Background: an optimization exercise with open tools, aiming at small area. Do not read the settings as production practice. The RTL was checked by simulation tests, not by an equivalence proof against the original design. No driver is modelled on the clock port, so clocking that relies on it looks cheaper here than on a real chip. Power figures rest on the tool's default switching activity, not on a simulated workload.

==> flow/config.mk <==
export PLATFORM = sky130hd
export DESIGN_NAME = sccb_responder
export DESIGN_NICKNAME = sccb_responder
export VERILOG_FILES = /design/flow/design.v
export SDC_FILE = /design/flow/constraint.sdc
export NUM_CORES = 4
export LEC_CHECK = 0
export CAP_MARGIN = 20
export CORE_MARGIN = 2
export CORE_UTILIZATION = 40
export SLEW_MARGIN = 20
==> flow/constraint.sdc <==
create_clock -name core_clock -period 10.0 [get_ports {sccb_clk}]
set_input_delay 2.0000 -clock core_clock [delete_from_list [all_inputs] [get_ports {sccb_clk}]]
set_output_delay 2.0000 -clock core_clock [all_outputs]
set_load 0.01 [all_outputs]
==> flow/design.v <==
package sccb_pkg;
    typedef enum logic [2:0] {
        S_IDLE     = 3'b000,    
        S_ID       = 3'b001,
        S_SUB      = 3'b010,
        S_DATA     = 3'b011,
        S_RD       = 3'b100,
        S_ID_ACK   = 3'b101,
        S_SUB_ACK  = 3'b110,
        S_DATA_ACK = 3'b111
    } state_t;
    localparam logic [6:0] DEV_ID_DEFAULT = 7'h21;
endpackage
module sccb_sync_edge (
    input  logic clk,
    input  logic reset,
    input  logic din,
    output logic sync,
    output logic rise,
    output logic fall
);
    logic meta_r;
    logic sync_r;
    logic prev_r;
    always_ff @(posedge clk) begin
        if (reset) begin
            meta_r <= 1'b1;
            sync_r <= 1'b1;
            prev_r <= 1'b1;
        end else begin
            meta_r <= din;
            sync_r <= meta_r;
            prev_r <= sync_r;
        end
    end
    assign sync = sync_r;
    assign rise = sync_r & ~prev_r;
    assign fall = ~sync_r & prev_r;
endmodule
module sccb_responder #(
    parameter logic [6:0] DEV_ID = sccb_pkg::DEV_ID_DEFAULT
) (
    input  logic       sccb_clk,
    input  logic       sccb_reset,
    input  logic       sio_c_in,
    input  logic       sio_d_in,
    output logic       sio_d_oe,
    output logic       sio_d_out,
    output logic       wr_strobe,
    output logic [7:0] wr_addr,
    output logic [7:0] wr_data,
    output logic       busy
);
    logic scl_s, scl_rise_s, scl_fall_s;
    logic sda_s, sda_rise_s, sda_fall_s;
    logic start_s, stop_s;
    sccb_sync_edge u_sync_c (
        .clk   (sccb_clk),
        .reset (sccb_reset),
        .din   (sio_c_in),
        .sync  (scl_s),
        .rise  (scl_rise_s),
        .fall  (scl_fall_s)
    );
    sccb_sync_edge u_sync_d (
        .clk   (sccb_clk),
        .reset (sccb_reset),
        .din   (sio_d_in),
        .sync  (sda_s),
        .rise  (sda_rise_s),
        .fall  (sda_fall_s)
    );
    assign start_s = sda_fall_s & scl_s;
    assign stop_s  = sda_rise_s & scl_s;
    sccb_pkg::state_t state_r, state_s;
    logic [3:0]       cnt_r, cnt_s;       
    logic [7:0]       sh_r;
    logic [7:0]       sub_r;
    logic             sub0_r;             
    logic             idok_r;             
    logic             busy_r, busy_s;
    logic             wr_strobe_r;
    logic [7:0]       wr_addr_r, wr_data_r;
    logic [7:0]       rd_q_r;
    logic             pend_r;             
    logic [5:0]       ptr_r;
    logic [7:0]       wdata_s;
    logic             bit_s, we_s, in_rd, last_s;
    localparam logic [7:0] ID_BITS = {1'b0, DEV_ID[0], DEV_ID[1], DEV_ID[2],
                                      DEV_ID[3], DEV_ID[4], DEV_ID[5], DEV_ID[6]};
    assign wdata_s = {sh_r[6:0], sda_s};
    assign in_rd   = (state_r == sccb_pkg::S_RD);
    assign bit_s   = scl_rise_s & ~cnt_r[3] & ~start_s & ~stop_s;
    assign last_s  = (cnt_r[2:0] == 3'd7);
    assign we_s    = bit_s & last_s & (state_r == sccb_pkg::S_DATA);
    always_comb begin
        state_s = state_r;
        cnt_s   = cnt_r;
        busy_s  = busy_r;
        if (stop_s) begin
            state_s = sccb_pkg::S_IDLE;
            busy_s  = 1'b0;
        end else if (start_s) begin
            state_s = sccb_pkg::S_ID;
            cnt_s   = '0;
        end else if (state_r != sccb_pkg::S_IDLE) begin
            if (scl_rise_s && !cnt_r[3]) begin
                cnt_s = cnt_r + 4'd1;
            end
            if (scl_fall_s) begin
                cnt_s = '0;
                case (state_r)
                    sccb_pkg::S_ID: begin
                        if (cnt_r[3]) begin
                            state_s = idok_r ? sccb_pkg::S_ID_ACK : sccb_pkg::S_IDLE;
                            busy_s  = idok_r;
                        end
                        cnt_s = cnt_r;
                    end
                    sccb_pkg::S_SUB: begin
                        if (cnt_r[3]) state_s = sccb_pkg::S_SUB_ACK;
                        cnt_s = cnt_r;
                    end
                    sccb_pkg::S_DATA: begin
                        if (cnt_r[3]) state_s = sccb_pkg::S_DATA_ACK;
                        cnt_s = cnt_r;
                    end
                    sccb_pkg::S_RD: begin
                        if (cnt_r[3]) state_s = sccb_pkg::S_IDLE;
                        cnt_s = cnt_r;
                    end
                    sccb_pkg::S_ID_ACK:   state_s = idok_r ? sccb_pkg::S_RD : sccb_pkg::S_SUB;
                    sccb_pkg::S_SUB_ACK:  state_s = sccb_pkg::S_DATA;
                    default:              state_s = sccb_pkg::S_IDLE;
                endcase
            end
        end
    end
    always_ff @(posedge sccb_clk) begin
        if (sccb_reset) begin
            state_r     <= sccb_pkg::S_IDLE;
            sub0_r      <= 1'b1;
            busy_r      <= 1'b0;
            wr_strobe_r <= 1'b0;
            wr_addr_r   <= 8'h00;
            wr_data_r   <= 8'h00;
        end else begin
            state_r     <= state_s;
            busy_r      <= busy_s;
            wr_strobe_r <= we_s;
            if (bit_s && last_s && (state_r == sccb_pkg::S_SUB)) begin
                sub0_r <= 1'b0;
            end
            if (we_s) begin
                wr_addr_r <= sub_r;
                wr_data_r <= wdata_s;
            end
        end
    end
    always_ff @(posedge sccb_clk) begin
        cnt_r <= cnt_s;
        if (start_s) begin
            idok_r <= 1'b1;
        end else if (scl_fall_s && cnt_r[3] && (state_r == sccb_pkg::S_ID)) begin
            idok_r <= sda_s;
        end else if (bit_s && !last_s && (state_r == sccb_pkg::S_ID) &&
                     (sda_s != ID_BITS[cnt_r[2:0]])) begin
            idok_r <= 1'b0;
        end
        if (bit_s) begin
            case (state_r)
                sccb_pkg::S_SUB, sccb_pkg::S_DATA: sh_r <= wdata_s;
                default: ;
            endcase
            if (last_s && (state_r == sccb_pkg::S_SUB)) begin
                sub_r <= wdata_s;
            end
        end
    end
    logic [8*64-1:0] ring_r [4];
    logic [7:0]      ring_in [4];
    logic            hit_w, hit_r;
    logic [1:0]      rsel;
    logic            cap_r;      
    assign hit_w = (ptr_r == sub_r[7:2]);
    assign hit_r = sub0_r ? (ptr_r == 6'd0) : hit_w;
    assign rsel  = sub0_r ? 2'd0 : sub_r[1:0];
    always_comb begin
        for (int r = 0; r < 4; r++) begin
            if (pend_r && hit_w && (sub_r[1:0] == 2'(r))) begin
                ring_in[r] = sh_r;
            end else begin
                ring_in[r] = ring_r[r][7:0];
            end
        end
    end
    always_ff @(posedge sccb_clk) begin
        ptr_r <= {ptr_r[4:0], ptr_r[5] ^ ptr_r[4] ^ (ptr_r[4:0] == 5'd0)};
        for (int r = 0; r < 4; r++) begin
            ring_r[r] <= {ring_in[r], ring_r[r][8*64-1:8]};
        end
        if (we_s && !sccb_reset) begin
            pend_r <= 1'b1;
        end else if (hit_w) begin
            pend_r <= 1'b0;
        end
        if (in_rd) begin
            if (scl_fall_s) rd_q_r <= {rd_q_r[6:0], 1'b0};
        end else if (cap_r) begin
            rd_q_r <= ring_r[rsel][8*64-1:8*63];
        end
        cap_r <= hit_r;
    end
    assign sio_d_oe  = state_r[2];
    assign sio_d_out = ~state_r[2] | (in_rd & rd_q_r[7]);
    assign wr_strobe = wr_strobe_r;
    assign wr_addr   = wr_addr_r;
    assign wr_data   = wr_data_r;
    assign busy      = busy_r;
endmodule
==> flow/flow/run.sh <==
#!/bin/bash
# Standard layout, with small port buffers, a clock tree built without dummy
# loads, and clock leaf nets rebalanced after CTS where their slew is too high.
set -euo pipefail
export BUFFER_PORTS_ARGS="-buffer_cell sky130_fd_sc_hd__buf_1"
export CTS_ARGS="-sink_clustering_enable -repair_clock_nets -dont_use_dummy_load -sink_clustering_size 40 -sink_clustering_max_diameter 80 -buf_list sky130_fd_sc_hd__buf_12"
export POST_CTS_TCL="$PWD/flow/post_cts.tcl"
export CLK_SLEW_TARGET_NS=0.122
bash standard.sh finish > make_finish.log 2>&1
==> flow/flow/post_cts.tcl <==
# After clock tree synthesis: rebalance the clock leaf nets so that no
# flip-flop clock pin's estimated slew exceeds the target. A leaf net over the
# target hands its sink farthest from its buffer to the nearest other leaf
# buffer that has slew to spare; a leaf with no such neighbour is split in two
# with a new buffer of the same type, driven from the same parent net.
set slew_target [expr {[info exists ::env(CLK_SLEW_TARGET_NS)] ? $::env(CLK_SLEW_TARGET_NS) : 0.120}]
set spare 0.006
set block [ord::get_db_block]

proc inst_xy {inst} {
  set box [$inst getBBox]
  return [list [expr {([$box xMin] + [$box xMax]) / 2}] [expr {([$box yMin] + [$box yMax]) / 2}]]
}

# Leaf nets: clock nets driven by a buffer whose loads are all clock pins.
proc leaf_info {} {
  global block
  set leaves {}
  foreach net [$block getNets] {
    if {[$net getSigType] ne "CLOCK"} { continue }
    set drv ""; set n 0; set ok 1
    foreach t [$net getITerms] {
      if {[$t isOutputSignal]} { set drv $t; continue }
      if {[[$t getMTerm] getName] ne "CLK"} { set ok 0; break }
      incr n
    }
    if {$ok && $drv ne "" && $n > 0} { lappend leaves $net }
  }
  return $leaves
}

proc net_worst {net} {
  set w 0
  foreach t [$net getITerms] {
    if {[$t isOutputSignal]} { continue }
    set pin [sta::db_pin_to_sta $t]
    set s [get_property $pin slew_max]
    if {$s > $w} { set w $s }
  }
  return $w
}

proc net_driver {net} {
  foreach t [$net getITerms] { if {[$t isOutputSignal]} { return [$t getInst] } }
  return ""
}

set moves 0
set splits 0
for {set iter 0} {$iter < 400} {incr iter} {
  estimate_parasitics -placement
  set leaves [leaf_info]
  set worst_net ""; set worst 0
  set slews [dict create]
  foreach net $leaves {
    set w [net_worst $net]
    dict set slews [$net getName] $w
    if {$w > $worst} { set worst $w; set worst_net $net }
  }
  if {$worst <= $slew_target} { break }
  set dinst [net_driver $worst_net]
  lassign [inst_xy $dinst] dx dy
  # the sink farthest from its buffer
  set far ""; set fd -1
  foreach t [$worst_net getITerms] {
    if {[$t isOutputSignal]} { continue }
    lassign [inst_xy [$t getInst]] x y
    set d [expr {abs($x - $dx) + abs($y - $dy)}]
    if {$d > $fd} { set fd $d; set far $t }
  }
  lassign [inst_xy [$far getInst]] fx fy
  # nearest other leaf buffer with slew to spare
  set best ""; set bd -1
  foreach net $leaves {
    if {$net eq $worst_net} { continue }
    if {[dict get $slews [$net getName]] > $slew_target - $spare} { continue }
    lassign [inst_xy [net_driver $net]] x y
    set d [expr {abs($x - $fx) + abs($y - $fy)}]
    if {$bd < 0 || $d < $bd} { set bd $d; set best $net }
  }
  if {$best ne "" && $bd <= 2 * $fd + 20000} {
    $far disconnect
    $far connect $best
    incr moves
    continue
  }
  # split: move the half of the sinks on one side to a new buffer
  set sinks {}
  foreach t [$worst_net getITerms] { if {![$t isOutputSignal]} { lappend sinks $t } }
  set xs {}; set ys {}
  foreach t $sinks { lassign [inst_xy [$t getInst]] x y; lappend xs $x; lappend ys $y }
  set ddx [expr {[tcl::mathfunc::max {*}$xs] - [tcl::mathfunc::min {*}$xs]}]
  set ddy [expr {[tcl::mathfunc::max {*}$ys] - [tcl::mathfunc::min {*}$ys]}]
  set idx [expr {$ddx >= $ddy ? 0 : 1}]
  set keyed {}
  foreach t $sinks { lappend keyed [list [lindex [inst_xy [$t getInst]] $idx] $t] }
  set keyed [lsort -integer -index 0 $keyed]
  set moved [lrange $keyed [expr {[llength $keyed] / 2}] end]
  set parent ""
  foreach t [$dinst getITerms] { if {[$t isInputSignal]} { set parent [$t getNet] } }
  set ninst [odb::dbInst_create $block [$dinst getMaster] "clkfix_buf_$splits"]
  set nnet [odb::dbNet_create $block "clkfix_net_$splits"]
  incr splits
  $nnet setSigType CLOCK
  set sx 0; set sy 0
  foreach k $moved {
    set t [lindex $k 1]
    lassign [inst_xy [$t getInst]] x y
    set sx [expr {$sx + $x}]; set sy [expr {$sy + $y}]
    $t disconnect
    $t connect $nnet
  }
  set n [llength $moved]
  $ninst setLocation [expr {$sx / $n}] [expr {$sy / $n}]
  $ninst setPlacementStatus PLACED
  foreach t [$ninst getITerms] {
    if {[$t isInputSignal]} { $t connect $parent }
    if {[$t isOutputSignal]} { $t connect $nnet }
  }
}
puts "post_cts: $moves sinks moved, $splits leaf buffers added, worst leaf slew $worst after $iter rounds"
if {$splits > 0} { detailed_placement }
estimate_parasitics -placement
==> flow/standard.sh <==
#!/bin/bash
# synth_recipe.tcl (not shown) runs the flow's synth.tcl, then flattens the netlist and writes it again
# the make line also repeats each setting of config.mk as NAME=value (left out here)
make -C /OpenROAD-flow-scripts/flow DESIGN_CONFIG=/design/flow/config.mk WORK_HOME=/design/flow/orfs CLKGATE_MAP_FILE= SYNTH_SCRIPT=/design/flow/synth_recipe.tcl "${@:-finish}"
==> results of run 1 <==
-- synthesized netlist by cell type, drive strengths merged --
| master | number |
|---|---|
| a211oi | 1 |
| a21o | 1 |
| a21oi | 11 |
| a221oi | 1 |
| a22oi | 1 |
| a31oi | 2 |
| and2 | 3 |
| and2b | 1 |
| and3 | 2 |
| and3b | 2 |
| and4 | 1 |
| buf | 6 |
| clkbuf | 6 |
| dfxtp | 2085 |
| edfxtp | 28 |
| ha | 5 |
| inv | 8 |
| mux2 | 32 |
| mux2i | 27 |
| nand2 | 24 |
| nand2b | 9 |
| nand3 | 5 |
| nand3b | 1 |
| nand4 | 4 |
| nand4b | 1 |
| nor2 | 32 |
| nor2b | 1 |
| nor3 | 2 |
| nor3b | 1 |
| o21ai | 20 |
| o21bai | 1 |
| o221a | 2 |
| o22ai | 1 |
| o31ai | 1 |
| o41ai | 1 |
| or2 | 8 |
| or3b | 1 |
| or4 | 1 |
| xnor2 | 2 |
| xor2 | 6 |
-- per-stage QoR --
| stage | util, % | hold slack [ns] | worst slack (ns) | area [µm²] | cells |
|---|---|---|---|---|---|
| detailed placement | 41.9 | 0.312 | 7.02 | 46200 | 3849 |
| floorplan | - | 0.310 | 7.21 | 44200 | 2347 |
| global placement | 41.9 | 0.311 | 7.10 | 46200 | 3849 |
-- power by group through the flow --
stage,logic (µW),registers (µW),clock network (µW)
3_5_place_dp,11.3,8620,0
2_1_floorplan,8.42,8620,0
3_3_place_gp,10.1,8620,0
-- worst max path at each step --
stage                            startpoint  depth (start not counted)                      end
floorplan           state_r[2]$_SDFFE_PP0P_                          2                sio_d_out
global placement                 sccb_reset                          4  state_r[2]$_SDFFE_PP0P_
detailed placement               sccb_reset                          4  state_r[1]$_SDFFE_PP0P_
-- cells by family after synthesis --
kind of cell / after synthesis / share of synthesized area (%)
muxes: 59 / 1.43
and+or+nand+nor: 99 / 1.21
xor gates and xnor gates: 8 / 0.158
DFF: 2113 / 96.2
buffers and inverters: 20 / 0.215
adders and majority gates: 5 / 0.141
AOI/OAI and AO/OA: 43 / 0.608
==> impl_metrics.py, run 1 <==
metrics = {
    "run_status": {
        "outcome": "aborted with a tool error",
        "haltStage": "clock tree synthesis (4_1_cts)",
        "error_line": "Error: cts.tcl, 90 can't read \"block\": no such variable",
    },
    "cts": {
        "clock-sinks": 2113,
    },
    "logic_synthesis": {
        "syn_nets": 2356,
        "syn_inst": 2347,
        "syn-mean-instance-area_um2": 18.9,
        "synth_top_area_cell": "dfxtp_1",
        "seq_area_frac_synth_pct": 96.2,
        "ys_ff_latch": 2113,
        "synth_area_um2": 44200,
        "synth_cell_types": 42,
        "synth_area_leaders": "dfxtp_1 94%, edfxtp_1 1.9%, mux2_2 0.81%, mux2i_1 0.61%, nor2_1 0.27%",
        "synth_top_area_share_pct": 94.3,
        "synth_warnings": 4,
    },
    "die": {
        "die_h_um": 337,
        "die_x_um": 337,
        "start_util_pct": 40.1,
        "rows": 122,
        "io_pins": 24,
    },
    "placement": {
        "place.port_buffers": 23,
        "gp_congestion": 0.765,
        "post-dp-hpwl_um": 25700,
    },
}
==> run 2: changes to the inputs <==
==> flow/flow/run.sh (replaced) <==
#!/bin/bash
# Standard layout, with small port buffers, a clock tree built without dummy
# loads, and clock leaf nets rebalanced after CTS where their slew is too high.
set -euo pipefail
export BUFFER_PORTS_ARGS="-buffer_cell sky130_fd_sc_hd__buf_1"
export CTS_ARGS="-sink_clustering_enable -repair_clock_nets -dont_use_dummy_load -sink_clustering_size 36 -sink_clustering_max_diameter 70 -buf_list sky130_fd_sc_hd__buf_12"
export POST_CTS_TCL="$PWD/flow/post_cts.tcl"
export CLK_SLEW_TARGET_NS=0.122
bash standard.sh finish > make_finish.log 2>&1
==> run 2 against run 1 <==
Effect of this change:
- the flow again stops in clock tree synthesis (4_1_cts)
- synthesized cell count unchanged
- synthesized area did not move
==> impl_metrics.py, run 2 <==
metrics = {
    "logic_synthesis": {
        "synth_mux_area_share_pct": 1.43,
        "synth_top_area_share_pct": 94.3,
        "synth_fa_ha_area_share_pct": 0.141,
        "synth-simple-area-share_pct": 1.21,
        "synth.most_common_cell": "dfxtp_1",
        "synth_area_leaders": "dfxtp_1 94%, edfxtp_1 1.9%, mux2_2 0.81%, mux2i_1 0.61%, nor2_1 0.27%",
        "synth_area_um2": 44200,
        "synth_compound_area_share_pct": 0.608,
        "synth_top_area_cell": "dfxtp_1",
        "seq_area_frac_synth_pct": 96.2,
        "synthTopCellsByCount": "2,085 x dfxtp_1, 32 x mux2_2, 32 x nor2_1",
        "synth_edf_count": 28,
        "synth_warnings": 4,
        "syn-mean-instance-area_um2": 18.9,
        "ys_ff_latch": 2113,
        "synth_top_family_by_area": "multiplexers",
        "async_flop_share_pct": 0,
        "synth-xor-area-share_pct": 0.158,
        "synth_cell_types": 42,
        "syn_inst": 2347,
        "synth-main-ff-cell": "dfxtp_1",
        "syn_nets": 2356,
    },
    "run_status": {
        "haltStage": "clock tree synthesis (4_1_cts)",
        "error_line": "Error: cts.tcl, 90 can't read \"block\": no such variable",
        "outcome": "aborted with a tool error",
    },
    "die": {
        "io_pins": 24,
        "start_util_pct": 40.1,
        "die_h_um": 337,
        "rows": 122,
        "die_x_um": 337,
    },
    "placement": {
        "post-dp-hpwl_um": 25700,
        "place.port_buffers": 23,
        "gp_congestion": 0.765,
        "dpl_cell_area_um2": 46200,
    },
    "cts": {
        "clock-sinks": 2113,
    },
}
run 2: logic make-up after synthesis:
logic type | Yosys count
buf+inv | 20
mux | 59
flops | 2113
fa+ha+maj | 5
xor+xnor | 8
simple gates | 99
compound gates | 43
run 2: worst max-delay path by stage:
| stage | start | end | slack (ns) | cells past startpoint |
|---|---|---|---|---|
| global placement | sccb_reset | state_r[2]$_SDFFE_PP0P_ | 7.10 | 4 |
| detailed placement | sccb_reset | state_r[1]$_SDFFE_PP0P_ | 7.02 | 4 |
| floorplan | state_r[2]$_SDFFE_PP0P_ | sio_d_out | 7.21 | 2 |
run 2: power groups by stage:
| stage | combinational (µW) | clock, µW | sequential (µW) |
|---|---|---|---|
| after floorplan | 8.42 | 0 | 8620 |
| after global placement | 10.1 | 0 | 8620 |
| after detailed placement | 11.3 | 0 | 8620 |
run 2: per-stage QoR:
stage               cells  setup slack, ns  hold WS, ns  total power (µW)
global placement     3849             7.10        0.311              8630
detailed placement   3849             7.02        0.312              8640
floorplan            2347             7.21        0.310              8630
==> run 3: changes to the inputs <==
==> flow/flow/run.sh (replaced) <==
#!/bin/bash
# Standard layout, with small port buffers, a clock tree built without dummy
# loads, and clock leaf nets rebalanced after CTS where their slew is too high.
set -euo pipefail
export BUFFER_PORTS_ARGS="-buffer_cell sky130_fd_sc_hd__buf_1"
export CTS_ARGS="-sink_clustering_enable -repair_clock_nets -dont_use_dummy_load -sink_clustering_size 38 -sink_clustering_max_diameter 70 -buf_list sky130_fd_sc_hd__buf_12"
export POST_CTS_TCL="$PWD/flow/post_cts.tcl"
export CLK_SLEW_TARGET_NS=0.123
bash standard.sh finish > make_finish.log 2>&1
--- a/flow/flow/post_cts.tcl
+++ b/flow/flow/post_cts.tcl
@@ -4,8 +4,8 @@
 # buffer that has slew to spare; a leaf with no such neighbour is split in two
 # with a new buffer of the same type, driven from the same parent net.
 set slew_target [expr {[info exists ::env(CLK_SLEW_TARGET_NS)] ? $::env(CLK_SLEW_TARGET_NS) : 0.120}]
-set spare 0.006
-set block [ord::get_db_block]
+set ::pc_spare 0.006
+set ::pc_block [ord::get_db_block]
 
 proc inst_xy {inst} {
   set box [$inst getBBox]
@@ -14,9 +14,8 @@
 
 # Leaf nets: clock nets driven by a buffer whose loads are all clock pins.
 proc leaf_info {} {
-  global block
   set leaves {}
-  foreach net [$block getNets] {
+  foreach net [$::pc_block getNets] {
     if {[$net getSigType] ne "CLOCK"} { continue }
     set drv ""; set n 0; set ok 1
     foreach t [$net getITerms] {
@@ -29,15 +28,15 @@
   return $leaves
 }
 
-proc net_worst {net} {
-  set w 0
-  foreach t [$net getITerms] {
-    if {[$t isOutputSignal]} { continue }
-    set pin [sta::db_pin_to_sta $t]
+# Worst clock pin slew per net name.
+proc net_slews {} {
+  set d [dict create]
+  foreach pin [get_pins -hierarchical */CLK] {
     set s [get_property $pin slew_max]
-    if {$s > $w} { set w $s }
+    set name [[[sta::sta_to_db_pin $pin] getNet] getName]
+    if {![dict exists $d $name] || [dict get $d $name] < $s} { dict set d $name $s }
   }
-  return $w
+  return $d
 }
 
 proc net_driver {net} {
@@ -51,10 +50,9 @@
   estimate_parasitics -placement
   set leaves [leaf_info]
   set worst_net ""; set worst 0
-  set slews [dict create]
+  set slews [net_slews]
   foreach net $leaves {
-    set w [net_worst $net]
-    dict set slews [$net getName] $w
+    set w [dict get $slews [$net getName]]
     if {$w > $worst} { set worst $w; set worst_net $net }
   }
   if {$worst <= $slew_target} { break }
@@ -73,7 +71,7 @@
   set best ""; set bd -1
   foreach net $leaves {
     if {$net eq $worst_net} { continue }
-    if {[dict get $slews [$net getName]] > $slew_target - $spare} { continue }
+    if {[dict get $slews [$net getName]] > $slew_target - $::pc_spare} { continue }
     lassign [inst_xy [net_driver $net]] x y
     set d [expr {abs($x - $fx) + abs($y - $fy)}]
     if {$bd < 0 || $d < $bd} { set bd $d; set best $net }
@@ -98,8 +96,8 @@
   set moved [lrange $keyed [expr {[llength $keyed] / 2}] end]
   set parent ""
   foreach t [$dinst getITerms] { if {[$t isInputSignal]} { set parent [$t getNet] } }
-  set ninst [odb::dbInst_create $block [$dinst getMaster] "clkfix_buf_$splits"]
-  set nnet [odb::dbNet_create $block "clkfix_net_$splits"]
+  set ninst [odb::dbInst_create $::pc_block [$dinst getMaster] "clkfix_buf_$splits"]
+  set nnet [odb::dbNet_create $::pc_block "clkfix_net_$splits"]
   incr splits
   $nnet setSigType CLOCK
   set sx 0; set sy 0
--- a/flow/config.mk
+++ b/flow/config.mk
@@ -8,4 +8,5 @@
 export CAP_MARGIN = 20
 export CORE_MARGIN = 2
 export CORE_UTILIZATION = 40
+export PLACE_DENSITY = 0.7
 export SLEW_MARGIN = 20
==> run 3 against run 2 <==
Effect of this change:
- synthesized cell count unchanged
- synthesized area is the same
- the run now finishes clean
==> impl_metrics.py, run 3 <==
metrics = {
    "drt": {
        "drtAntennaViolNets": 0,
        "vias": 14400,
        "drtPass1Iterations": 4,
        "drt_iter0_drc": 900,
        "post-route-drc-count": 0,
        "wl_per_cell_um": 12.2,
        "viasPerCell": 3.68,
        "routed_wl_um": 47900,
    },
    "sta": {
        "rsz0062_at_grt": "no",
        "fin_crit_sh_pct": 37.0,
        "tightest_slew_ns": 0.743,
        "fin_crit_ns": 3.70,
        "finalSetupViolations": 0,
        "maxSlewViolCount": 0,
        "hold_slack_ns": 0.202,
        "clock-skew-final_ns": 0.155,
        "hold_viol": 0,
        "relSlewSlack_pct": 50.3,
        "timing.setup.tns_ns": 0,
        "fmax_mhz": 271,
    },
    "logic_synthesis": {
        "synth_top_area_share_pct": 94.3,
        "async_flop_share_pct": 0,
        "synth_area_leaders": "dfxtp_1 94%, edfxtp_1 1.9%, mux2_2 0.81%, mux2i_1 0.61%, nor2_1 0.27%",
        "syn_inst": 2347,
        "synth.most_common_cell": "dfxtp_1",
        "synth-main-ff-cell": "dfxtp_1",
        "synth_warnings": 4,
        "seq_area_frac_synth_pct": 96.2,
        "synthTopCellsByCount": "2,085 x dfxtp_1, 32 x mux2_2, 32 x nor2_1",
        "ys_ff_latch": 2113,
        "synth_top_area_cell": "dfxtp_1",
        "synth_area_um2": 44200,
        "syn-mean-instance-area_um2": 18.9,
        "synth_edf_count": 28,
        "synth_cell_types": 42,
        "syn_nets": 2356,
    },
    "layout": {
        "drive_gt1_share_pct": 5.25,
        "final_common_cell": "dfxtp_1",
        "fillCellCount": 9464,
        "register_area_um2": 42600,
        "area_growth_pct": 7.73,
        "regMostFlops": "ring_r",
        "final_cell_mix": "2,085 x dfxtp_1, 75 x buf_12, 32 x nor2_1, 32 x mux2_2, 28 x edfxtp_1",
        "largest_reg_flops": 2048,
        "nNetsFinal": 2447,
        "stdcell_count": 3929,
        "finish.utilization_pct": 43.2,
        "multiInputGateArea_um2": 1570,
    },
    "critical_path": {
        "worstSetupPathType": "reg -> out",
        "critPathMaxFanout": 10,
        "critPathLaunch": "state_r[0]$_SDFFE_PP0P_",
        "reg2reg_slack_ns": 7.77,
        "crit_path_end": "sio_d_out",
        "reg2regPathDepth": 4,
        "r2r_start": "cnt_r[3]$_SDFFCE_PN0P_",
        "endpoint_kind": "primary output",
        "cp-start-kind": "register",
        "r2r-end": "wr_data_r[0]$_SDFFE_PP0P_",
        "worstPathArrival_ns": 1.70,
        "required_ns": 8.00,
    },
    "die": {
        "start_util_pct": 40.1,
        "io_pins": 24,
        "core_um2": 110000,
        "die_x_um": 337,
        "dieArea_um2": 113000,
        "die_h_um": 337,
        "rows": 122,
    },
    "cts": {
        "path_clk_slew_ns": 0.12,
        "insertion_delay_ns": 0.64,
        "clock-sinks": 2113,
        "cts_tree": "yes",
    },
    "grt": {
        "first_global_vias": 14000,
        "antenna_found_initial": 2,
        "grt-ovfl-total": 0,
        "track_usage_pct": 8.41,
        "grt_pass1_wl_um": 75800,
        "grt_max_degree": 38,
    },
    "power": {
        "p_leak_uw": 0.0186,
        "p_per_area_nw_per_um2": 250,
        "power.total_uw": 11900,
        "ir_drop_uv": 160,
    },
    "placement": {
        "gp_congestion": 0.751,
        "dp.cells": 3849,
        "place.port_buffers": 23,
        "post-dp-hpwl_um": 25100,
    },
    "hold_path": {
        "holdCritPathClass": "reg -> reg",
    },
    "run_status": {
        "outcome": "complete, no violations",
    },
    "flow_run": {
        "cap_violations": 0,
    },
}
run 3: worst max-delay path: stages (launching register included):
cell     delay (ns)
dfxtp_1        0.42
nor2_1         0.23
nand2_1        0.08
nand2_1        0.16
buf_1          0.17
run 3: how the worst min path moves through the flow:
stage	from	to	cells after the start
floorplan	ring_r[0][8]$_DFF_P_	ring_r[0][0]$_DFF_P_	0
global placement	ring_r[2][8]$_DFF_P_	ring_r[2][0]$_DFF_P_	0
detailed placement	ring_r[0][164]$_DFF_P_	ring_r[0][156]$_DFF_P_	0
global route	ring_r[2][201]$_DFF_P_	ring_r[2][193]$_DFF_P_	0
finish	ring_r[2][201]$_DFF_P_	ring_r[2][193]$_DFF_P_	0
run 3: where the power goes:
part           switching, µW  total, µW  leakage (µW)  internal [µW]
clock network           2280       3460      0.000705           1180
registers               2.46       8430        0.0170           8430
logic                   7.64       12.1      0.000876           4.42
run 3: per-stage QoR:
step / cell area (µm²) / setup WS (ns)
floorplan: 44200 / 7.21
global placement: 46200 / 6.99
finish: 47700 / 6.30
global route: 47700 / 6.12
detailed placement: 46200 / 6.94
run 3: layer usage:
layer,up-vias,GRT usage (%),part of all wire [%]
li1,7432,-,-
met1,6757,13.3,57
met2,166,11.3,36
met3,86,1.86,4.2
met4,0,2.53,2.4
met5,-,0,0
run 3: layout make-up, clock buffers not listed:
cell class | count | area share (%)
Antenna cell | 5 | 0.0263
Sequential cell | 2113 | 89.3
Inverter | 8 | 0.0630
Multi-Input combinational cell | 214 | 3.29
Buffer | 7 | 0.294
Tap cell | 1488 | 3.91
Timing Repair Buffer | 26 | 0.228
run 3: cells by family after synthesis:
family | Yosys count | synth area share (%)
DFF | 2113 | 96.2
and+or+nand+nor | 99 | 1.21
muxes | 59 | 1.43
xor gates and xnor gates | 8 | 0.158
adders and majority gates | 5 | 0.141
buffers and inverters | 20 | 0.215
AOI/OAI and AO/OA | 43 | 0.608
==> run 4: changes to the inputs <==
==> flow/flow/run.sh (replaced) <==
#!/bin/bash
# Standard layout, with small port buffers, a clock tree built without dummy
# loads, and clock leaf nets rebalanced after CTS where their slew is too high.
set -euo pipefail
export BUFFER_PORTS_ARGS="-buffer_cell sky130_fd_sc_hd__buf_1"
export CTS_ARGS="-sink_clustering_enable -repair_clock_nets -dont_use_dummy_load -sink_clustering_size 14 -sink_clustering_max_diameter 35 -sink_clustering_buffer sky130_fd_sc_hd__buf_4 -buf_list sky130_fd_sc_hd__buf_12"
export POST_CTS_TCL="$PWD/flow/post_cts.tcl"
export CLK_SLEW_TARGET_NS=0.122
bash standard.sh finish > make_finish.log 2>&1
==> run 4 against run 3 <==
Effect of this change:
- still clean
- power shrank 1.0%
- sequential cell count unchanged
- routed wire length fell by 2.1%
==> impl_metrics.py, run 4 <==
metrics = {
    "layout": {
        "multiInputGateArea_um2": 1570,
        "stdcell_count": 4035,
        "largest_reg_flops": 2048,
        "nNetsFinal": 2553,
        "drive_gt1_share_pct": 9.21,
        "register_area_um2": 42600,
        "final_common_cell": "dfxtp_1",
        "area_growth_pct": 7.89,
        "fillCellCount": 9529,
        "regMostFlops": "ring_r",
        "final_cell_mix": "2,085 x dfxtp_1, 167 x buf_4, 32 x nor2_1, 32 x mux2_2, 28 x edfxtp_1",
    },
    "logic_synthesis": {
        "synthTopCellsByCount": "2,085 x dfxtp_1, 32 x mux2_2, 32 x nor2_1",
        "synth_warnings": 4,
        "async_flop_share_pct": 0,
        "synth-main-ff-cell": "dfxtp_1",
        "synth_cell_types": 42,
        "synth_edf_count": 28,
        "syn-mean-instance-area_um2": 18.9,
        "ys_ff_latch": 2113,
        "synth_area_leaders": "dfxtp_1 94%, edfxtp_1 1.9%, mux2_2 0.81%, mux2i_1 0.61%, nor2_1 0.27%",
        "seq_area_frac_synth_pct": 96.2,
        "synth.most_common_cell": "dfxtp_1",
        "syn_nets": 2356,
        "synth_area_um2": 44200,
        "synth_top_area_share_pct": 94.3,
        "synth_top_area_cell": "dfxtp_1",
        "syn_inst": 2347,
    },
    "drt": {
        "drtPass1Iterations": 4,
        "vias": 14900,
        "drt_iter0_drc": 696,
        "wl_per_cell_um": 11.6,
        "routed_wl_um": 46900,
        "drtAntennaViolNets": 0,
        "post-route-drc-count": 0,
        "viasPerCell": 3.70,
    },
    "placement": {
        "place.port_buffers": 23,
        "dp.cells": 3849,
        "post-dp-hpwl_um": 25100,
        "gp_congestion": 0.751,
    },
    "sta": {
        "hold_viol": 0,
        "relSlewSlack_pct": 49.1,
        "fin_crit_ns": 3.70,
        "timing.setup.tns_ns": 0,
        "finalSetupViolations": 0,
        "clock-skew-final_ns": 0.0930,
        "fmax_mhz": 271,
        "tightest_slew_ns": 0.761,
        "rsz0062_at_grt": "no",
        "maxSlewViolCount": 0,
        "hold_slack_ns": 0.234,
        "fin_crit_sh_pct": 37.0,
    },
    "die": {
        "die_h_um": 337,
        "rows": 122,
        "die_x_um": 337,
        "core_um2": 110000,
        "io_pins": 24,
        "start_util_pct": 40.1,
        "dieArea_um2": 113000,
    },
    "cts": {
        "cts_tree": "yes",
        "path_clk_slew_ns": 0.12,
        "insertion_delay_ns": 0.66,
        "clock-sinks": 2113,
    },
    "power": {
        "ir_drop_uv": 133,
        "p_per_area_nw_per_um2": 247,
        "power.total_uw": 11800,
        "seq_power_share_pct": 71.6,
        "p_leak_uw": 0.0189,
        "clkPwrFrac_pct": 28.3,
        "pwr-share-comb_pct": 0.1,
        "power_switching_uw": 2240,
        "p_int_uw": 9540,
        "p_sw_share_pct": 19.0,
    },
    "grt": {
        "grt_pass1_wl_um": 76200,
        "antenna_found_initial": 3,
        "first_global_vias": 14800,
        "grt_max_degree": 26,
        "track_usage_pct": 8.47,
        "grt-ovfl-total": 0,
    },
    "critical_path": {
        "worstSetupPathType": "reg -> out",
        "crit_path_end": "sio_d_out",
        "r2r-end": "wr_data_r[0]$_SDFFE_PP0P_",
        "critPathMaxFanout": 10,
        "critPathLaunch": "state_r[0]$_SDFFE_PP0P_",
        "reg2regPathDepth": 4,
        "reg2reg_slack_ns": 7.85,
        "endpoint_kind": "primary output",
        "r2r_start": "cnt_r[3]$_SDFFCE_PN0P_",
        "worstPathArrival_ns": 1.70,
        "cp-start-kind": "register",
        "required_ns": 8.00,
    },
    "flow_run": {
        "cap_violations": 0,
    },
    "hold_path": {
        "holdCritPathClass": "reg -> reg",
        "min_from": "ring_r[0][314]$_DFF_P_",
    },
    "run_status": {
        "outcome": "complete, no violations",
    },
}
==> run 4: cell counts after synthesis <==
No cell type changed its count.
==> run 4: power by group through the flow <==
stage | Sequential (µW) | Clock [µW] | Combinational [µW]
floorplan | 8620 | 0 | 8.42
global placement | 8620 | 0 | 11.8
finish | 8430 | 3340 | 12.1
detailed placement | 8620 | 0 | 12.0
global route | 8430 | 3840 | 13.6
==> run 4: logic make-up after synthesis <==
group	synth area share [%]
buf+inv	0.215
compound gates	0.608
flops	96.2
fa+ha+maj	0.141
simple gates	1.21
mux	1.43
xor+xnor	0.158
==> run 4: how the worst min path moves through the flow <==
stage	depth (start not counted)	end
floorplan	0	ring_r[0][0]$_DFF_P_
global placement	0	ring_r[2][0]$_DFF_P_
detailed placement	0	ring_r[0][156]$_DFF_P_
global route	0	ring_r[0][306]$_DFF_P_
finish	0	ring_r[0][306]$_DFF_P_
==> run 4: final cells by class, clock buffers not listed <==
cell class / count / area share, %
timing repair buffer: 26 / 0.228
multi-input combinational: 214 / 3.29
tap: 1488 / 3.90
inverter: 8 / 0.0629
antenna: 5 / 0.0262
sequential: 2113 / 89.2
==> run 4: routing by layer <==
layer | vias to the layer above | share of wire, % | track usage [%]
li1 | 7619 | - | -
met1 | 6921 | 56 | 13.1
met2 | 265 | 35 | 10.4
met3 | 114 | 6.0 | 2.62
met4 | 0 | 2.6 | 4.18
met5 | - | 0 | 0
==> run 4: worst max-delay path, cell delays in order (launching register included) <==
cell     delay, ns
dfxtp_1       0.41
nor2_1        0.23
nand2_1       0.08
nand2_1       0.16
buf_1         0.17
==> run 4: through the flow <==
step	utilization (%)	worst slack, ns	area, µm²
after floorplan	-	7.21	44200
after global placement	41.9	6.99	46200
after detailed placement	41.9	6.94	46200
after global routing	43.3	6.14	47700
final	43.3	6.30	47700
==> run 5: changes to the inputs <==
==> flow/flow/run.sh (replaced) <==
#!/bin/bash
# Standard layout, with small port buffers, a clock tree built without dummy
# loads, and clock leaf nets rebalanced after CTS where their slew is too high.
set -euo pipefail
export BUFFER_PORTS_ARGS="-buffer_cell sky130_fd_sc_hd__buf_1"
export CTS_ARGS="-sink_clustering_enable -repair_clock_nets -dont_use_dummy_load -sink_clustering_size 20 -sink_clustering_max_diameter 45 -sink_clustering_buffer sky130_fd_sc_hd__buf_6 -buf_list sky130_fd_sc_hd__buf_12"
export POST_CTS_TCL="$PWD/flow/post_cts.tcl"
export CLK_SLEW_TARGET_NS=0.122
bash standard.sh finish > make_finish.log 2>&1
==> run 5 against run 4 <==
Effect of this change:
- still clean on timing, DRC and antenna
- first-iteration DRC count rose by 7.2%
- global-route usage decreased by 0.16 points
- sequential cell count unchanged
- critical path depth stayed put
- sequential share of layout area shrank 0.19 points
- synthesized cell count stayed put
- die area is the same
- synthesized area stayed put
- sequential power hardly changed
- cell count decreased by 1.1%
- largest cell class unchanged
- largest power group unchanged
==> impl_metrics.py, run 5 <==
metrics = {
    "run_status": {
        "outcome": "complete, no violations",
    },
    "sta": {
        "maxSlewViolCount": 0,
        "timing.setup.tns_ns": 0,
        "clock-skew-final_ns": 0.0837,
        "fin_crit_ns": 3.68,
        "tightest_slew_ns": 0.764,
        "fin_crit_sh_pct": 36.8,
        "relSlewSlack_pct": 48.9,
        "rsz0062_at_grt": "no",
        "fin_ws_ns": 6.32,
        "finalSetupViolations": 0,
        "hold_viol": 0,
        "fmax_mhz": 272,
    },
    "critical_path": {
        "cp_common_cell": "nand2_1",
        "cp_num_buf_inv": 1,
        "critPathMaxFanout": 10,
        "required_ns": 8.00,
        "critPathTopFamily": "simple AND/OR/NAND/NOR gates",
        "endpoint_kind": "primary output",
        "crit_slowest_cell": "dfxtp_1",
        "max_stage_delay_ns": 0.41,
        "cp_cell_sequence": "nor2_1 -> nand2_1 -> nand2_1 -> buf_1",
        "worstPathArrival_ns": 1.68,
        "worstSetupPathType": "reg -> out",
        "cp-start-kind": "register",
    },
    "logic_synthesis": {
        "synth_warnings": 4,
        "async_flop_share_pct": 0,
        "synth_top_area_share_pct": 94.3,
        "synthTopCellsByCount": "2,085 x dfxtp_1, 32 x mux2_2, 32 x nor2_1",
        "syn-mean-instance-area_um2": 18.9,
        "synth-main-ff-cell": "dfxtp_1",
        "synth_cell_types": 42,
        "synth_top_area_cell": "dfxtp_1",
        "synth.most_common_cell": "dfxtp_1",
        "synth_compound_area_share_pct": 0.608,
        "synth_edf_count": 28,
        "synth_area_um2": 44200,
        "synth_mux_area_share_pct": 1.43,
        "synth_area_leaders": "dfxtp_1 94%, edfxtp_1 1.9%, mux2_2 0.81%, mux2i_1 0.61%, nor2_1 0.27%",
        "synth_fa_ha_area_share_pct": 0.141,
        "ys_ff_latch": 2113,
        "synth-simple-area-share_pct": 1.21,
        "synth_top_family_by_area": "multiplexers",
        "syn_inst": 2347,
        "seq_area_frac_synth_pct": 96.2,
        "syn_nets": 2356,
        "synth-xor-area-share_pct": 0.158,
    },
    "layout": {
        "regMostFlops": "ring_r",
        "nNetsFinal": 2507,
        "final_common_cell": "dfxtp_1",
        "area_growth_pct": 8.12,
        "drive_gt1_share_pct": 7.53,
        "final_cell_mix": "2,085 x dfxtp_1, 118 x buf_6, 32 x nor2_1, 32 x mux2_2, 28 x edfxtp_1",
        "largest_reg_flops": 2048,
        "fillCellCount": 9502,
    },
    "die": {
        "dieArea_um2": 113000,
        "die_h_um": 337,
        "rows": 122,
        "io_pins": 24,
        "die_x_um": 337,
        "start_util_pct": 40.1,
        "core_um2": 110000,
    },
    "cts": {
        "insertion_delay_ns": 0.62,
        "clock-sinks": 2113,
        "path_clk_slew_ns": 0.12,
        "cts_tree": "yes",
    },
    "power": {
        "ir_drop_uv": 117,
        "p_leak_uw": 0.0188,
        "p_per_area_nw_per_um2": 249,
    },
    "grt": {
        "antenna_found_initial": 3,
        "track_usage_pct": 8.31,
        "grt_pass1_wl_um": 74700,
        "grt-ovfl-total": 0,
        "first_global_vias": 14300,
        "grt_max_degree": 26,
    },
    "drt": {
        "vias": 14800,
        "drtPass1Iterations": 5,
        "wl_per_cell_um": 11.7,
        "viasPerCell": 3.70,
        "drt_iter0_drc": 746,
        "drtAntennaViolNets": 0,
        "routed_wl_um": 46600,
        "post-route-drc-count": 0,
    },
    "placement": {
        "gp_congestion": 0.751,
        "pre_cts_ws_ns": 6.94,
        "place.port_buffers": 23,
        "post-dp-hpwl_um": 25100,
    },
    "hold_path": {
        "holdCritPathClass": "reg -> reg",
    },
    "flow_run": {
        "cap_violations": 0,
    },
}
==> run 5: cell counts after synthesis <==
Identical to the previous run, type by type.
==> run 5: kinds of logic (layout without fill, tap and decap cells) <==
| kind of cell | after synthesis | in the layout |
|---|---|---|
| DFF | 2113 | 2113 |
| AOI/OAI and AO/OA | 43 | 43 |
| and+or+nand+nor | 99 | 99 |
| adders and majority gates | 5 | 5 |
| other | 0 | 7 |
| muxes | 59 | 59 |
| xor gates and xnor gates | 8 | 8 |
| buffers and inverters | 20 | 169 |
==> run 5: path summary, 6_finish.rpt <==
path | startpoint | to | slack, ns | cells past startpoint
setup / recovery | state_r[0]$_SDFFE_PP0P_ | sio_d_out | 6.32 | 4
hold / removal | ring_r[0][314]$_DFF_P_ | ring_r[0][306]$_DFF_P_ | 0.23 | 0
setup reg to reg | cnt_r[3]$_SDFFCE_PN0P_ | wr_data_r[1]$_SDFFE_PP0P_ | 7.89 | 4
hold reg to reg | ring_r[0][314]$_DFF_P_ | ring_r[0][306]$_DFF_P_ | 0.23 | 0
==> run 5: report_power, final <==
part	internal [µW]	total, µW	switching (µW)
Clock	1190	3460	2270
Sequential	8430	8430	2.53
Combinational	4.42	12.2	7.80
==> run 5: worst reg2reg max path, stage by stage (launching register included) <==
cell and delay (ns):
edfxtp_1 0.51, nor3b_2 0.43, nand4_4 0.59, mux2i_1 0.35, nor2_1 0.06
==> run 5: routing by layer <==
layer | GRT usage (%) | wire length [µm] | vias up
met5 | 0 | 0 | -
met2 | 10.1 | 16000 | 225
met1 | 13.2 | 27300 | 6874
met4 | 3.77 | 1220 | 0
met3 | 2.31 | 2120 | 113
li1 | - | - | 7568
==> run 5: per-stage QoR <==
step	hold WS, ns	instance area, µm²	power [µW]	util (%)	cells
after floorplan	0.310	44200	8630	-	2347
after global placement	0.310	46200	8640	41.9	3849
after detailed placement	0.312	46200	8640	41.9	3849
final	0.227	47800	11900	43.4	3991
after global routing	0.219	47800	12400	43.4	3984
==> run 5: cell type report, clock buffers not listed <==
type | count | area (µm²) | area share (%)
inverters | 8 | 30.0 | 0.0628
multi-input cells | 214 | 1570 | 3.28
flip-flops and latches | 2113 | 42600 | 89.0
well taps | 1488 | 1860 | 3.89
diodes | 7 | 17.5 | 0.0366
repair buffers | 26 | 109 | 0.228
==> run 6: changes to the inputs <==
==> flow/flow/run.sh (replaced) <==
#!/bin/bash
# Standard layout, with small port buffers, a clock tree built without dummy
# loads, and clock leaf nets rebalanced after CTS where their slew is too high.
set -euo pipefail
export BUFFER_PORTS_ARGS="-buffer_cell sky130_fd_sc_hd__buf_1"
export CTS_ARGS="-sink_clustering_enable -repair_clock_nets -dont_use_dummy_load -sink_clustering_size 36 -sink_clustering_max_diameter 60 -buf_list sky130_fd_sc_hd__buf_12"
export POST_CTS_TCL="$PWD/flow/post_cts.tcl"
export CLK_SLEW_TARGET_NS=0.122
bash standard.sh finish > make_finish.log 2>&1
--- a/flow/config.mk
+++ b/flow/config.mk
@@ -7,6 +7,6 @@
 export LEC_CHECK = 0
 export CAP_MARGIN = 20
 export CORE_MARGIN = 2
-export CORE_UTILIZATION = 40
-export PLACE_DENSITY = 0.7
+export CORE_UTILIZATION = 50
+export PLACE_DENSITY = 0.75
 export SLEW_MARGIN = 20
==> run 6 against run 5 <==
Effect of this change:
- core utilization grew 10 points
- synthesized cell count is the same
- worst setup slack lost 0.14 ns
- highest routed layer unchanged
- routed wire length grew 9.6%
- maximum frequency shrank 3.6%
==> impl_metrics.py, run 6 <==
metrics = {
    "drt": {
        "drtAntennaViolNets": 0,
        "vias": 14600,
        "viasPerCell": 4.07,
        "post-route-drc-count": 0,
        "drtPass1Iterations": 5,
        "routed_wl_um": 51000,
        "wl_per_cell_um": 14.2,
        "drt_iter0_drc": 862,
    },
    "cts": {
        "clock-sinks": 2113,
        "cts_tree": "yes",
        "path_clk_slew_ns": 0.12,
        "insertion_delay_ns": 0.61,
    },
    "sta": {
        "fin_crit_sh_pct": 38.1,
        "fmax_mhz": 262,
        "hold_viol": 0,
        "timing.setup.tns_ns": 0,
        "relSlewSlack_pct": 49.9,
        "finalSetupViolations": 0,
        "hold_slack_ns": 0.294,
        "tightest_slew_ns": 0.746,
        "fin_crit_ns": 3.81,
        "clock-skew-final_ns": 0.0560,
        "rsz0062_at_grt": "no",
        "maxSlewViolCount": 0,
    },
    "critical_path": {
        "cp_cell_sequence": "nor2_1 -> nand2_1 -> nand2_1 -> buf_1",
        "critPathTopFamily": "simple AND/OR/NAND/NOR gates",
        "endpoint_kind": "primary output",
        "cp_num_buf_inv": 1,
        "max_stage_delay_ns": 0.42,
        "cp_common_cell": "nand2_1",
        "cp-start-kind": "register",
        "critPathMaxFanout": 10,
        "required_ns": 8.00,
        "worstSetupPathType": "reg -> out",
        "worstPathArrival_ns": 1.81,
        "crit_slowest_cell": "dfxtp_1",
    },
    "layout": {
        "nNetsFinal": 2444,
        "largest_reg_flops": 2048,
        "area_growth_pct": 6.69,
        "register_area_um2": 42600,
        "multiInputGateArea_um2": 1570,
        "fillCellCount": 6612,
        "final_common_cell": "dfxtp_1",
        "regMostFlops": "ring_r",
        "drive_gt1_share_pct": 5.14,
        "final_cell_mix": "2,085 x dfxtp_1, 73 x buf_12, 32 x nor2_1, 32 x mux2_2, 28 x edfxtp_1",
    },
    "logic_synthesis": {
        "synthTopCellsByCount": "2,085 x dfxtp_1, 32 x mux2_2, 32 x nor2_1",
        "synth-main-ff-cell": "dfxtp_1",
        "seq_area_frac_synth_pct": 96.2,
        "synth_top_area_cell": "dfxtp_1",
        "synth_warnings": 4,
        "syn-mean-instance-area_um2": 18.9,
        "synth_edf_count": 28,
        "ys_ff_latch": 2113,
        "synth_area_leaders": "dfxtp_1 94%, edfxtp_1 1.9%, mux2_2 0.81%, mux2i_1 0.61%, nor2_1 0.27%",
        "async_flop_share_pct": 0,
        "synth.most_common_cell": "dfxtp_1",
        "synth_cell_types": 42,
        "synth_area_um2": 44200,
        "syn_nets": 2356,
        "syn_inst": 2347,
        "synth_top_area_share_pct": 94.3,
    },
    "placement": {
        "place.port_buffers": 23,
        "post-dp-hpwl_um": 26400,
        "gp_congestion": 0.765,
    },
    "grt": {
        "first_global_vias": 15200,
        "grt_pass1_wl_um": 82300,
        "grt_use_met1_pct": 17.6,
        "grt-ovfl-total": 0,
        "met2_usage_pct": 16.3,
        "use_met3_pct": 2.31,
        "track_usage_pct": 11.4,
        "grt-busiest-layer": "met1",
        "grt_max_degree": 37,
        "antenna_found_initial": 6,
    },
    "power": {
        "p_sw_share_pct": 19.2,
        "p_leak_uw": 0.0186,
        "pwr-share-comb_pct": 0.1,
        "seq_power_share_pct": 71.1,
        "power_switching_uw": 2270,
        "clkPwrFrac_pct": 28.8,
        "ir_drop_uv": 185,
        "p_per_area_nw_per_um2": 251,
        "p_int_uw": 9580,
    },
    "die": {
        "start_util_pct": 50.2,
        "core_um2": 88100,
        "rows": 109,
        "die_h_um": 301,
        "die_x_um": 301,
        "dieArea_um2": 90900,
        "io_pins": 24,
    },
    "hold_path": {
        "holdCritPathClass": "reg -> reg",
    },
    "flow_run": {
        "cap_violations": 0,
    },
    "run_status": {
        "outcome": "complete, no violations",
    },
}
## run 6: cell count changes in the layout (fill, tap and decap cells not counted)
cell and change:
buf_4 -1, buf_12 +56, diode_2 -6, buf_6 -118
## run 6: power by group through the flow
| stage | clock (µW) | combinational [µW] | sequential (µW) |
|---|---|---|---|
| final | 3410 | 11.9 | 8430 |
| after global placement | 0 | 9.96 | 8620 |
| after floorplan | 0 | 8.42 | 8620 |
| after global routing | 3760 | 12.6 | 8430 |
| after detailed placement | 0 | 11.4 | 8620 |
## run 6: worst paths after layout
kind	start	endpoint	slack (ns)	cells past startpoint
setup / recovery	state_r[0]$_SDFFE_PP0P_	sio_d_out	6.19	4
setup reg to reg	sub_r[1]$_DFFE_PP_	ring_r[2][506]$_DFF_P_	7.82	4
hold reg to reg	ring_r[2][227]$_DFF_P_	ring_r[2][219]$_DFF_P_	0.29	0
hold / removal	ring_r[2][227]$_DFF_P_	ring_r[2][219]$_DFF_P_	0.29	0
## run 6: final cells by class, clock buffers not listed
cell class / instances / area share [%]
Sequential cell: 2113 / 90.2
Antenna cell: 1 / 0.00530
Multi-Input combinational cell: 214 / 3.32
Tap cell: 1165 / 3.09
Timing Repair Buffer: 25 / 0.215
Inverter: 8 / 0.0636
Buffer: 2 / 0.0848
## run 6: per-layer routing
metal  wire, µm  vias up  share of wire, %
met5          0        -                 0
met3       1920      106               3.8
met1      27500     6886                54
met2      20300      231                40
met4       1340        0               2.6
li1           -     7418                 -
## run 6: through the flow
step                      instances  utilization [%]  area [µm²]  setup WS [ns]  power [µW]
final                          3599             53.6       47200           6.19       11900
after global routing           3598             53.6       47200           6.06       12200
after detailed placement       3525             51.9       45700           6.81        8640
after global placement         3525             51.9       45700           6.92        8630
after floorplan                2347                -       44200           7.21        8630
## run 6: logic make-up after synthesis
logic type	count (synthesis)	share of synthesized area, %
muxes	59	1.43
and+or+nand+nor	99	1.21
xor gates and xnor gates	8	0.158
AOI/OAI and AO/OA	43	0.608
DFF	2113	96.2
adders and majority gates	5	0.141
buffers and inverters	20	0.215
==> run 7: changes to the inputs <==
--- a/flow/flow/run.sh
+++ b/flow/flow/run.sh
@@ -5,5 +5,5 @@
 export BUFFER_PORTS_ARGS="-buffer_cell sky130_fd_sc_hd__buf_1"
 export CTS_ARGS="-sink_clustering_enable -repair_clock_nets -dont_use_dummy_load -sink_clustering_size 36 -sink_clustering_max_diameter 60 -buf_list sky130_fd_sc_hd__buf_12"
 export POST_CTS_TCL="$PWD/flow/post_cts.tcl"
-export CLK_SLEW_TARGET_NS=0.122
+export CLK_SLEW_TARGET_NS=0.119
 bash standard.sh finish > make_finish.log 2>&1
==> run 7 against run 6 <==
Effect of this change:
- sequential cell count did not move
- critical endpoint unchanged
- still clean on timing, DRC and antenna
- maximum frequency fell by 0.47%
- die area did not move
- routed wire length rose by 2.2%
- synthesized cell count did not move
- largest cell class unchanged
- clock power rose by 4%
- highest routed layer unchanged
==> impl_metrics.py, run 7 <==
metrics = {
    "hold_path": {
        "holdCritPathClass": "reg -> reg",
    },
    "die": {
        "core_um2": 88100,
        "die_h_um": 301,
        "die_x_um": 301,
        "dieArea_um2": 90900,
        "rows": 109,
        "io_pins": 24,
        "start_util_pct": 50.2,
    },
    "drt": {
        "vias": 14700,
        "drt_iter0_drc": 813,
        "viasPerCell": 4.08,
        "post-route-drc-count": 0,
        "wl_per_cell_um": 14.5,
        "drtAntennaViolNets": 0,
        "routed_wl_um": 52200,
        "drtPass1Iterations": 5,
    },
    "power": {
        "p_per_area_nw_per_um2": 253,
        "p_leak_uw": 0.0186,
        "ir_drop_uv": 189,
    },
    "sta": {
        "tightest_slew_ns": 0.759,
        "fin_crit_sh_pct": 38.3,
        "maxSlewViolCount": 0,
        "rsz0062_at_grt": "no",
        "timing.setup.tns_ns": 0,
        "finalSetupViolations": 0,
        "fmax_mhz": 261,
        "relSlewSlack_pct": 49.4,
        "hold_viol": 0,
        "fin_crit_ns": 3.83,
        "clock-skew-final_ns": 0.0452,
    },
    "grt": {
        "use_met3_pct": 2.38,
        "grt-busiest-layer": "met1",
        "first_global_vias": 15200,
        "grt_pass1_wl_um": 83600,
        "track_usage_pct": 11.7,
        "met2_usage_pct": 16.8,
        "grt_max_degree": 37,
        "grt-ovfl-total": 0,
        "antenna_found_initial": 7,
        "grt_use_met1_pct": 18.0,
    },
    "critical_path": {
        "critPathTopFamily": "simple AND/OR/NAND/NOR gates",
        "endpoint_kind": "primary output",
        "worstSetupPathType": "reg -> out",
        "critPathMaxFanout": 10,
        "cp_cell_sequence": "nor2_1 -> nand2_1 -> nand2_1 -> buf_1",
        "required_ns": 8.00,
        "max_stage_delay_ns": 0.42,
        "cp_common_cell": "nand2_1",
        "crit_slowest_cell": "dfxtp_1",
        "cp_num_buf_inv": 1,
        "cp-start-kind": "register",
        "worstPathArrival_ns": 1.83,
    },
    "layout": {
        "multiInputGateArea_um2": 1570,
        "final_common_cell": "dfxtp_1",
        "fillCellCount": 6600,
        "drive_gt1_share_pct": 5.29,
        "area_growth_pct": 6.87,
        "regMostFlops": "ring_r",
        "finish.utilization_pct": 53.7,
        "nNetsFinal": 2448,
        "register_area_um2": 42600,
        "final_cell_mix": "2,085 x dfxtp_1, 77 x buf_12, 32 x nor2_1, 32 x mux2_2, 28 x edfxtp_1",
        "largest_reg_flops": 2048,
    },
    "placement": {
        "place.port_buffers": 23,
        "gp_congestion": 0.765,
        "post-dp-hpwl_um": 26400,
    },
    "logic_synthesis": {
        "synth_top_family_by_area": "multiplexers",
        "synth_mux_area_share_pct": 1.43,
        "syn_inst": 2347,
        "synth_top_area_share_pct": 94.3,
        "synth_top_area_cell": "dfxtp_1",
        "syn-mean-instance-area_um2": 18.9,
        "synthTopCellsByCount": "2,085 x dfxtp_1, 32 x mux2_2, 32 x nor2_1",
        "synth-xor-area-share_pct": 0.158,
        "synth-simple-area-share_pct": 1.21,
        "async_flop_share_pct": 0,
        "synth_warnings": 4,
        "synth-main-ff-cell": "dfxtp_1",
        "synth.most_common_cell": "dfxtp_1",
        "syn_nets": 2356,
        "synth_compound_area_share_pct": 0.608,
        "synth_cell_types": 42,
        "synth_area_um2": 44200,
        "synth_fa_ha_area_share_pct": 0.141,
        "seq_area_frac_synth_pct": 96.2,
        "synth_edf_count": 28,
        "synth_area_leaders": "dfxtp_1 94%, edfxtp_1 1.9%, mux2_2 0.81%, mux2i_1 0.61%, nor2_1 0.27%",
        "ys_ff_latch": 2113,
    },
    "cts": {
        "path_clk_slew_ns": 0.12,
        "cts_tree": "yes",
        "insertion_delay_ns": 0.61,
        "clock-sinks": 2113,
    },
    "flow_run": {
        "cap_violations": 0,
    },
    "run_status": {
        "outcome": "complete, no violations",
    },
}
==> run 7: cell counts after synthesis <==
No cell type changed its count.
==> run 7: kinds of logic (layout without fill, tap and decap cells) <==
group                      after synthesis  after routing
DFF                                   2113           2113
and+or+nand+nor                         99             99
muxes                                   59             59
AOI/OAI and AO/OA                       43             43
buffers and inverters                   20            110
xor gates and xnor gates                 8              8
adders and majority gates                5              5
other                                    0              1
==> run 7: report_power, final <==
part | internal (µW) | switching (µW)
registers | 8430 | 3.30
clock network | 1210 | 2330
logic | 4.27 | 7.62
==> run 7: worst register-to-register path, cell delays in order, from the launching register on <==
cell,delay [ns]
edfxtp_1,0.86
and2b_1,0.41
and2_1,0.24
nand4_4,0.22
mux2_2,0.36
==> run 7: final cells by class, clock buffers not listed <==
cell class	count	share of cell area (%)
plain buffers	6	0.254
inverters	8	0.0635
well taps	1165	3.08
repair buffers	25	0.214
diodes	1	0.00529
multi-input cells	214	3.32
flip-flops and latches	2113	90.1
==> run 7: worst paths after layout <==
| check | depth (start not counted) | start | to | slack (ns) |
|---|---|---|---|---|
| max | 4 | state_r[0]$_SDFFE_PP0P_ | sio_d_out | 6.17 |
| min | 0 | ring_r[1][131]$_DFF_P_ | ring_r[1][123]$_DFF_P_ | 0.29 |
| max reg2reg | 4 | sub_r[1]$_DFFE_PP_ | ring_r[2][506]$_DFF_P_ | 7.81 |
| min reg2reg | 0 | ring_r[1][131]$_DFF_P_ | ring_r[1][123]$_DFF_P_ | 0.29 |
==> run 7: through the flow <==
| step | hold slack [ns] | setup slack, ns | power (µW) | instance area (µm²) | std cells |
|---|---|---|---|---|---|
| 5_1_grt | 0.273 | 6.04 | 12300 | 47300 | 3602 |
| 3_3_place_gp | 0.310 | 6.92 | 8630 | 45700 | 3525 |
| 3_5_place_dp | 0.312 | 6.81 | 8640 | 45700 | 3525 |
| 2_1_floorplan | 0.310 | 7.21 | 8630 | 44200 | 2347 |
| 6_report | 0.286 | 6.17 | 12000 | 47300 | 3603 |
==> run 7: layer usage <==
metal / wire length (µm) / share of wire (%)
met1: 27800 / 53
met2: 21000 / 40
met3: 2160 / 4.1
met4: 1250 / 2.4
met5: 0 / 0
==> run 8: changes to the inputs <==
==> flow/flow/run.sh (replaced) <==
#!/bin/bash
# Standard layout, with small port buffers, a clock tree built without dummy
# loads, and clock leaf nets rebalanced after CTS where their slew is too high.
set -euo pipefail
export BUFFER_PORTS_ARGS="-buffer_cell sky130_fd_sc_hd__buf_1"
export CTS_ARGS="-sink_clustering_enable -repair_clock_nets -dont_use_dummy_load -sink_clustering_size 34 -sink_clustering_max_diameter 60 -buf_list sky130_fd_sc_hd__buf_12"
export POST_CTS_TCL="$PWD/flow/post_cts.tcl"
export CLK_SLEW_TARGET_NS=0.120
bash standard.sh finish > make_finish.log 2>&1
--- a/flow/config.mk
+++ b/flow/config.mk
@@ -7,6 +7,6 @@
 export LEC_CHECK = 0
 export CAP_MARGIN = 20
 export CORE_MARGIN = 2
-export CORE_UTILIZATION = 50
-export PLACE_DENSITY = 0.75
+export CORE_UTILIZATION = 55
+export PLACE_DENSITY = 0.7
 export SLEW_MARGIN = 20
==> run 8 against run 7 <==
Effect of this change:
- still clean
- sequential power about the same
- global-route usage rose by 0.31 points
- maximum frequency is 5.9% higher
- power about the same
- critical path depth is the same
- hold slack got worse by 0.021 ns
- final area barely moved
- register-to-register slack worse by 0.07 ns
- clock power hardly changed
- synthesized cell count unchanged
- sequential share of layout area barely moved
- via count barely moved
- largest cell class unchanged
- largest power group unchanged
==> impl_metrics.py, run 8 <==
metrics = {
    "run_status": {
        "outcome": "complete, no violations",
    },
    "drt": {
        "viasPerCell": 4.20,
        "drt_iter0_drc": 731,
        "vias": 14700,
        "drtAntennaViolNets": 0,
        "wl_per_cell_um": 13.8,
        "routed_wl_um": 48300,
        "drtPass1Iterations": 5,
        "post-route-drc-count": 0,
    },
    "critical_path": {
        "required_ns": 8.00,
        "endpoint_kind": "primary output",
        "max_stage_delay_ns": 0.43,
        "cp_common_cell": "nand2_1",
        "worstPathArrival_ns": 1.62,
        "worstSetupPathType": "reg -> out",
        "critPathTopFamily": "flip-flops",
        "critPathMaxFanout": 10,
        "crit_slowest_cell": "dfxtp_1",
        "cp_cell_sequence": "nor2_1 -> nand2_1 -> nand2_1 -> buf_1",
        "cp-start-kind": "register",
        "r2r_start": "cnt_r[3]$_SDFFCE_PN0P_",
        "reg2regPathDepth": 4,
        "cp_num_buf_inv": 1,
        "r2r-end": "wr_data_r[1]$_SDFFE_PP0P_",
        "critPathLaunch": "state_r[1]$_SDFFE_PP0P_",
        "reg2reg_slack_ns": 7.74,
    },
    "power": {
        "power_switching_uw": 2260,
        "clkPwrFrac_pct": 29.5,
        "p_sw_share_pct": 18.9,
        "p_int_uw": 9720,
        "power.total_uw": 12000,
        "pwr-share-comb_pct": 0.1,
        "p_leak_uw": 0.0187,
        "seq_power_share_pct": 70.4,
        "ir_drop_uv": 160,
        "p_per_area_nw_per_um2": 253,
    },
    "logic_synthesis": {
        "synth_top_area_cell": "dfxtp_1",
        "synthTopCellsByCount": "2,085 x dfxtp_1, 32 x mux2_2, 32 x nor2_1",
        "seq_area_frac_synth_pct": 96.2,
        "synth_area_leaders": "dfxtp_1 94%, edfxtp_1 1.9%, mux2_2 0.81%, mux2i_1 0.61%, nor2_1 0.27%",
        "syn_nets": 2356,
        "synth_warnings": 4,
        "synth_cell_types": 42,
        "syn_inst": 2347,
        "synth.most_common_cell": "dfxtp_1",
        "synth_top_area_share_pct": 94.3,
        "synth-main-ff-cell": "dfxtp_1",
        "synth_edf_count": 28,
        "async_flop_share_pct": 0,
        "syn-mean-instance-area_um2": 18.9,
        "synth_area_um2": 44200,
        "ys_ff_latch": 2113,
    },
    "layout": {
        "drive_gt1_share_pct": 5.53,
        "postLayoutCellArea_um2": 47300,
        "regMostFlops": "ring_r",
        "final_common_cell": "dfxtp_1",
        "final_cell_mix": "2,085 x dfxtp_1, 82 x buf_12, 32 x nor2_1, 32 x mux2_2, 28 x edfxtp_1",
        "area_growth_pct": 6.82,
        "fillCellCount": 5705,
        "nNetsFinal": 2454,
        "largest_reg_flops": 2048,
    },
    "flow_run": {
        "cap_violations": 0,
    },
    "sta": {
        "timing.setup.tns_ns": 0,
        "fin_crit_ns": 3.62,
        "maxSlewViolCount": 0,
        "finalSetupViolations": 0,
        "clock-skew-final_ns": 0.0832,
        "fmax_mhz": 277,
        "hold_slack_ns": 0.265,
        "fin_crit_sh_pct": 36.2,
        "tightest_slew_ns": 0.808,
        "hold_viol": 0,
        "rsz0062_at_grt": "no",
        "relSlewSlack_pct": 45.9,
    },
    "grt": {
        "track_usage_pct": 12.0,
        "grt_pass1_wl_um": 79100,
        "grt-ovfl-total": 0,
        "first_global_vias": 14800,
        "grt_max_degree": 35,
        "antenna_found_initial": 2,
    },
    "cts": {
        "clock-sinks": 2113,
        "insertion_delay_ns": 0.60,
        "cts_tree": "yes",
        "path_clk_slew_ns": 0.12,
    },
    "placement": {
        "post-dp-hpwl_um": 25200,
        "dpl_cell_area_um2": 45600,
        "place.port_buffers": 23,
        "gp_congestion": 0.769,
    },
    "die": {
        "rows": 104,
        "start_util_pct": 55.3,
        "die_x_um": 288,
        "dieArea_um2": 82700,
        "die_h_um": 288,
        "core_um2": 80000,
        "io_pins": 24,
    },
    "hold_path": {
        "holdCritPathClass": "reg -> reg",
        "min_path_cells": 0,
        "hold_end": "ring_r[2][233]$_DFF_P_",
        "min_from": "ring_r[2][241]$_DFF_P_",
    },
}
run 8: cell types whose count changed in the layout (fill, tap and decap cells not counted):
cell     before  now
o21ai_0      19   20
o21ai_1       1    0
buf_4         2    3
buf_12       77   82
diode_2       1    2
run 8: worst register-to-register path, cell delays in order (launching register included):
cell and delay (ns):
edfxtp_1 0.50, nor3b_2 0.45, nand4_4 0.63, mux2i_1 0.42
nor2_1 0.06
run 8: final cells by class, clock buffers not listed:
class | count | area (µm²) | share of cell area (%)
antenna | 2 | 5.00 | 0.0106
sequential | 2113 | 42600 | 90.1
multi-input combinational | 214 | 1570 | 3.32
tap | 1060 | 1330 | 2.81
inverter | 8 | 30.0 | 0.0635
timing repair buffer | 26 | 109 | 0.230
run 8: cells by family (layout without fill, tap and decap cells):
logic type	after synthesis	after routing	synth area share, %
and+or+nand+nor	99	99	1.21
other	0	2	0
AOI/OAI and AO/OA	43	43	0.608
DFF	2113	2113	96.2
adders and majority gates	5	5	0.141
muxes	59	59	1.43
xor gates and xnor gates	8	8	0.158
buffers and inverters	20	116	0.215
run 8: metrics by stage:
stage,utilization [%],cells,setup WS (ns)
detailed placement,57.0,3421,6.96
global route,59.1,3503,6.25
floorplan,-,2347,7.21
global placement,57.0,3421,7.05
finish,59.1,3505,6.38
run 8: per-layer routing:
metal  track usage [%]  routed length [µm]
met4              4.35                1460
met3              2.65                1900
met2              16.3               18300
met5                 0                   0
met1              18.8               26600
run 8: power by group through the flow:
stage | logic, µW | clock network (µW) | registers (µW)
after floorplan | 8.42 | 0 | 8620
after global placement | 10.5 | 0 | 8620
after detailed placement | 11.8 | 0 | 8620
after global routing | 13.0 | 3920 | 8430
final | 12.2 | 3540 | 8430
run 8: how the worst max path moves through the flow:
stage | to | slack [ns] | cells after the start
after global routing | sio_d_out | 6.25 | 4
after detailed placement | state_r[1]$_SDFFE_PP0P_ | 6.96 | 4
after global placement | state_r[2]$_SDFFE_PP0P_ | 7.05 | 4
after floorplan | sio_d_out | 7.21 | 2
final | sio_d_out | 6.38 | 4

Re-timed with assumed drivers on the ports (clkbuf_16 on the clock, buf_2 on other inputs), run 8 has 6.324 ns of setup slack against 6.384 ns with ideal ports, and 6.925 ns once port delays also move by the mid clock arrival of 0.627 ns.
